From an optimization exercise on the open Yosys and OpenROAD flow, aimed at a short achievable clock period and few clock cycles per item; shortcuts taken in it are not production practice.
RTL that was checked went through simulation tests only; none was proved equivalent to the original.
Power is estimated from default activity; no workload was simulated.

Setup of old:
// meter_poll_retry_sequencer_unit
module meter_poll_retry_sequencer_unit
(
  input  wire        clk,
  input  wire        rst_n,
  input  wire        in_valid,
  output logic       in_stall,
  input  mprs_pkg::in_item_t   in_data,
  output logic       out_valid,
  input  wire        out_stall,
  output mprs_pkg::out_item_t  out_data,
  input  wire        psel,
  input  wire        penable,
  input  wire        pwrite,
  input  wire [3:0]  paddr,
  input  wire [31:0] pwdata,
  output logic [31:0] prdata,
  output logic       pready
);
  localparam int CQ_DEPTH = 4;
  logic [15:0] poll_r;
  logic [11:0] wait_r;
  logic [3:0]  retry_r;
  logic        wr_en, wr_poll, wr_wait, wr_retry;
  logic [15:0] pollm2_r;      
  logic        pollle1_r;     
  logic [11:0] waitm1_r;      
  logic        waitnz_r;      
  logic [3:0]  retrym1_r;     
  logic        retrynz_r;     
  assign pready   = 1'b1;
  assign wr_en    = psel && penable && pwrite;
  assign wr_poll  = wr_en && (paddr[3:2] == REG_POLL);
  assign wr_wait  = wr_en && (paddr[3:2] == REG_WAIT);
  assign wr_retry = wr_en && (paddr[3:2] == REG_RETRY);
  always_ff @(posedge clk) begin
    if (!rst_n) begin
      poll_r    <= POLL_RST;
      pollm2_r  <= POLL_RST - 16'd2;
      pollle1_r <= 1'b0;
    end else if (wr_poll) begin
      poll_r    <= pwdata[15:0];
      pollm2_r  <= pwdata[15:0] - 16'd2;
      pollle1_r <= pwdata[15:1] == 15'd0;
    end
  end
  always_ff @(posedge clk) begin
    if (!rst_n) begin
      wait_r   <= WAIT_RST;
      waitm1_r <= WAIT_RST - 12'd1;
      waitnz_r <= 1'b1;
    end else if (wr_wait) begin
      wait_r   <= pwdata[11:0];
      waitm1_r <= pwdata[11:0] - 12'd1;
      waitnz_r <= pwdata[11:0] != 12'd0;
    end
  end
  always_ff @(posedge clk) begin
    if (!rst_n) begin
      retry_r   <= RETRY_RST;
      retrym1_r <= RETRY_RST - 4'd1;
      retrynz_r <= 1'b1;
    end else if (wr_retry) begin
      retry_r   <= pwdata[3:0];
      retrym1_r <= pwdata[3:0] - 4'd1;
      retrynz_r <= pwdata[3:0] != 4'd0;
    end
  end
  logic [31:0] prdata_r;
  always_ff @(posedge clk) begin
    if (!(psel && penable)) begin
      case (paddr[3:2])
  ...
export LEC_CHECK = 0
export ABC_CLOCK_PERIOD_IN_PS = 2500
export CAP_MARGIN = 20
export CORE_MARGIN = 2
export CORE_UTILIZATION = 65
export SETUP_SLACK_MARGIN = 2.5
export SLEW_MARGIN = 20
create_clock -name core_clock -period 5.0 [get_ports {clk}]
standard.sh (not shown) runs the stock make flow with config.mk's settings and CLKGATE_MAP_FILE= SYNTH_SCRIPT=/design/flow/synth_recipe.tcl, a recipe that flattens the netlist after the stock synthesis.
==> flow/flow/run.sh <==
#!/bin/bash
# Own layout flow: the standard synthesis and ORFS flow, with the port buffers
# inserted as real buffers (buf_4) instead of the smallest delay cell, and the
# timing repair allowed to resize across cell footprints.
set -euo pipefail
cd "$(dirname "${BASH_SOURCE[0]}")/.."
bash standard.sh synth > flow_synth.log 2>&1
export BUFFER_PORTS_ARGS="-buffer_cell sky130_fd_sc_hd__buf_4"
bash standard.sh MATCH_CELL_FOOTPRINT=0 finish > flow_layout.log 2>&1
old: PASS, flow complete, no timing, DRC or antenna violations
> inputs changed (old -> new)
-- flow/design.v --
<<< old, line 104
  logic [3:0]  retry_r;
  logic        wr_en, wr_poll, wr_wait, wr_retry;
  logic [15:0] pollm2_r;      
  logic        pollle1_r;     
  logic [11:0] waitm1_r;      
>>> new, line 104
  logic [3:0]  retry_r;
  logic        wr_en, wr_poll, wr_wait, wr_retry;
  logic [15:0] pollm1_r;      
  logic        pollle1_r;     
  logic [11:0] waitm1_r;      
<<< old, line 118
    if (!rst_n) begin
      poll_r    <= POLL_RST;
      pollm2_r  <= POLL_RST - 16'd2;
      pollle1_r <= 1'b0;
    end else if (wr_poll) begin
      poll_r    <= pwdata[15:0];
      pollm2_r  <= pwdata[15:0] - 16'd2;
      pollle1_r <= pwdata[15:1] == 15'd0;
    end
>>> new, line 118
    if (!rst_n) begin
      poll_r    <= POLL_RST;
      pollm1_r  <= POLL_RST - 16'd1;
      pollle1_r <= 1'b0;
    end else if (wr_poll) begin
      poll_r    <= pwdata[15:0];
      pollm1_r  <= pwdata[15:0] - 16'd1;
      pollle1_r <= pwdata[15:1] == 15'd0;
    end
<<< old, line 148
    end
  end
  logic [31:0] prdata_r;
  always_ff @(posedge clk) begin
    if (!(psel && penable)) begin
      case (paddr[3:2])
        REG_POLL:  prdata_r <= {16'h0000, poll_r};
        REG_WAIT:  prdata_r <= {20'h00000, wait_r};
        REG_RETRY: prdata_r <= {28'h0000000, retry_r};
        default:   prdata_r <= '0;
      endcase
    end
  end
  assign prdata = prdata_r;
  logic [1:0]        phase_r;
  logic              waiting_r;
  logic [3:0]        attempts_r;
  logic [11:0]       timer_r;
  logic [15:0]       since_r;
  logic [RX_DEPTH:0] wptr_r;      
  logic [7:0]        vexp_r, cexp_r, pexp_r;
>>> new, line 148
    end
  end
  always_comb begin
    case (paddr[3:2])
      REG_POLL:  prdata = {16'h0000, poll_r};
      REG_WAIT:  prdata = {20'h00000, wait_r};
      REG_RETRY: prdata = {28'h0000000, retry_r};
      default:   prdata = '0;
    endcase
  end
  logic [1:0]        phase_r;
  logic              waiting_r;
  logic [3:0]        attempts_r;
  logic [11:0]       timer_r;
  logic [15:0]       sp1_r;       
  logic [RX_DEPTH:0] wptr_r;      
  logic [7:0]        vexp_r, cexp_r, pexp_r;
<<< old, line 172
  logic        in_stall_r;
  logic        take, is_byte, tick, wr_ok;
  logic [15:0] since_inc;
  logic        busy, closed, good;
  logic        tk_poll, tk_resend, tk_count, tk_retry, tk_fail, go_exp, go_values;
>>> new, line 168
  logic        in_stall_r;
  logic        take, is_byte, tick, wr_ok;
  logic [15:0] sp1_inc;
  logic        busy, closed, good;
  logic        tk_poll, tk_resend, tk_count, tk_retry, tk_fail, go_exp, go_values;
<<< old, line 184
  assign tick    = take && !is_byte;
  assign wr_ok   = waiting_r && (phase_r != PH_IDLE) && !wptr_r[RX_DEPTH];
  assign since_inc = (since_r == 16'hFFFF) ? since_r : since_r + 16'd1;
  assign busy      = phase_r != PH_IDLE;
  assign closed    = busy && waiting_r && !tlt_r;
>>> new, line 180
  assign tick    = take && !is_byte;
  assign wr_ok   = waiting_r && (phase_r != PH_IDLE) && !wptr_r[RX_DEPTH];
  assign sp1_inc   = (sp1_r == 16'hFFFF) ? sp1_r : sp1_r + 16'd1;
  assign busy      = phase_r != PH_IDLE;
  assign closed    = busy && waiting_r && !tlt_r;
<<< old, line 247
    end
    if (wr_poll) begin
      sge_nxt = since_inc >= pwdata[15:0];
    end else if (sn_clr) begin
      sge_nxt = pollle1_r;
    end else if (sn_inc) begin
      sge_nxt = sge_r || (since_r == pollm2_r) || (since_r == 16'hFFFE);
    end else begin
      sge_nxt = sge_r;
>>> new, line 243
    end
    if (wr_poll) begin
      sge_nxt = sp1_r >= pwdata[15:0];
    end else if (sn_clr) begin
      sge_nxt = pollle1_r;
    end else if (sn_inc) begin
      sge_nxt = sge_r || (sp1_r == pollm1_r) || (sp1_r == 16'hFFFF);
    end else begin
      sge_nxt = sge_r;
<<< old, line 262
      attempts_r <= '0;
      timer_r    <= '0;
      since_r    <= '0;
      wptr_r     <= (RX_DEPTH + 1)'(1);
      vexp_r     <= '0;
>>> new, line 258
      attempts_r <= '0;
      timer_r    <= '0;
      sp1_r      <= 16'd1;
      wptr_r     <= (RX_DEPTH + 1)'(1);
      vexp_r     <= '0;
<<< old, line 299
      end
      if (sn_clr) begin
        since_r <= '0;
      end else if (sn_inc) begin
        since_r <= since_inc;
      end
      if (bc_clr) begin
>>> new, line 295
      end
      if (sn_clr) begin
        sp1_r <= 16'd1;
      end else if (sn_inc) begin
        sp1_r <= sp1_inc;
      end
      if (bc_clr) begin
Results
old → new: multi-input combinational cell count -59, row count down 1.3%.
Met1 usage: new vs old up 4.3 points
Taking old as the reference, in new final net count saw a decrease, clock-buffer cell count saw an increase, worst setup slack saw a decrease, fmax saw a decrease.
Summary of new over old: sequential power dropped about 2%; area of all placed cells without fillers dropped about 2.3%; count of instances resized after the clock tree is built climbed 3; synthesized area dropped 2.5%.
According to the power report, total power for new is lower than for old.
When new is set beside old, its synthesized cell count turns out to be 3.5% smaller.
Run comparison: old worst setup path startpoint since_r[0]$_SDFFE_PP0P_; new worst setup path startpoint paddr[2]
Any difference in combinational power share between old and new is small enough to ignore.
Testbench counts of new, summed over its fixed seeds: cycles 24,013, items 24,000.
Function not checked in old: the RTL went through the layout flow alone.

-- re-timing with driven ports --
No port has a modelled driver above. Below, the same layouts with a new extraction and two added sets of constraints.
Step 1 (the two cells are an assumption about what drives the block):
set clk [get_ports {clk}]
set_driving_cell -lib_cell sky130_fd_sc_hd__clkbuf_16 $clk
set_driving_cell -lib_cell sky130_fd_sc_hd__buf_2 [delete_from_list [all_inputs] $clk]
Step 2 also shifts input and output timing later by t, the mid clock arrival at the registers, as if the neighbouring blocks saw the same clock.
Slacks: no drivers / after step 1 / after step 2; pairs: no drivers / after step 1.
run	t, ns	setup WS [ns]	worst setup path after step 2	worst data-port slew with drivers (ns)
old	0.649	2.390 / 2.390 / 1.933	input to register	0.05
new	0.652	2.360 / 2.222 / 1.986	input to register	0.14
After both steps every run listed still meets setup and hold. For old, which loses most, drivers alone change the setup slack by 0.000 ns; drivers and shift together by -0.457 ns.
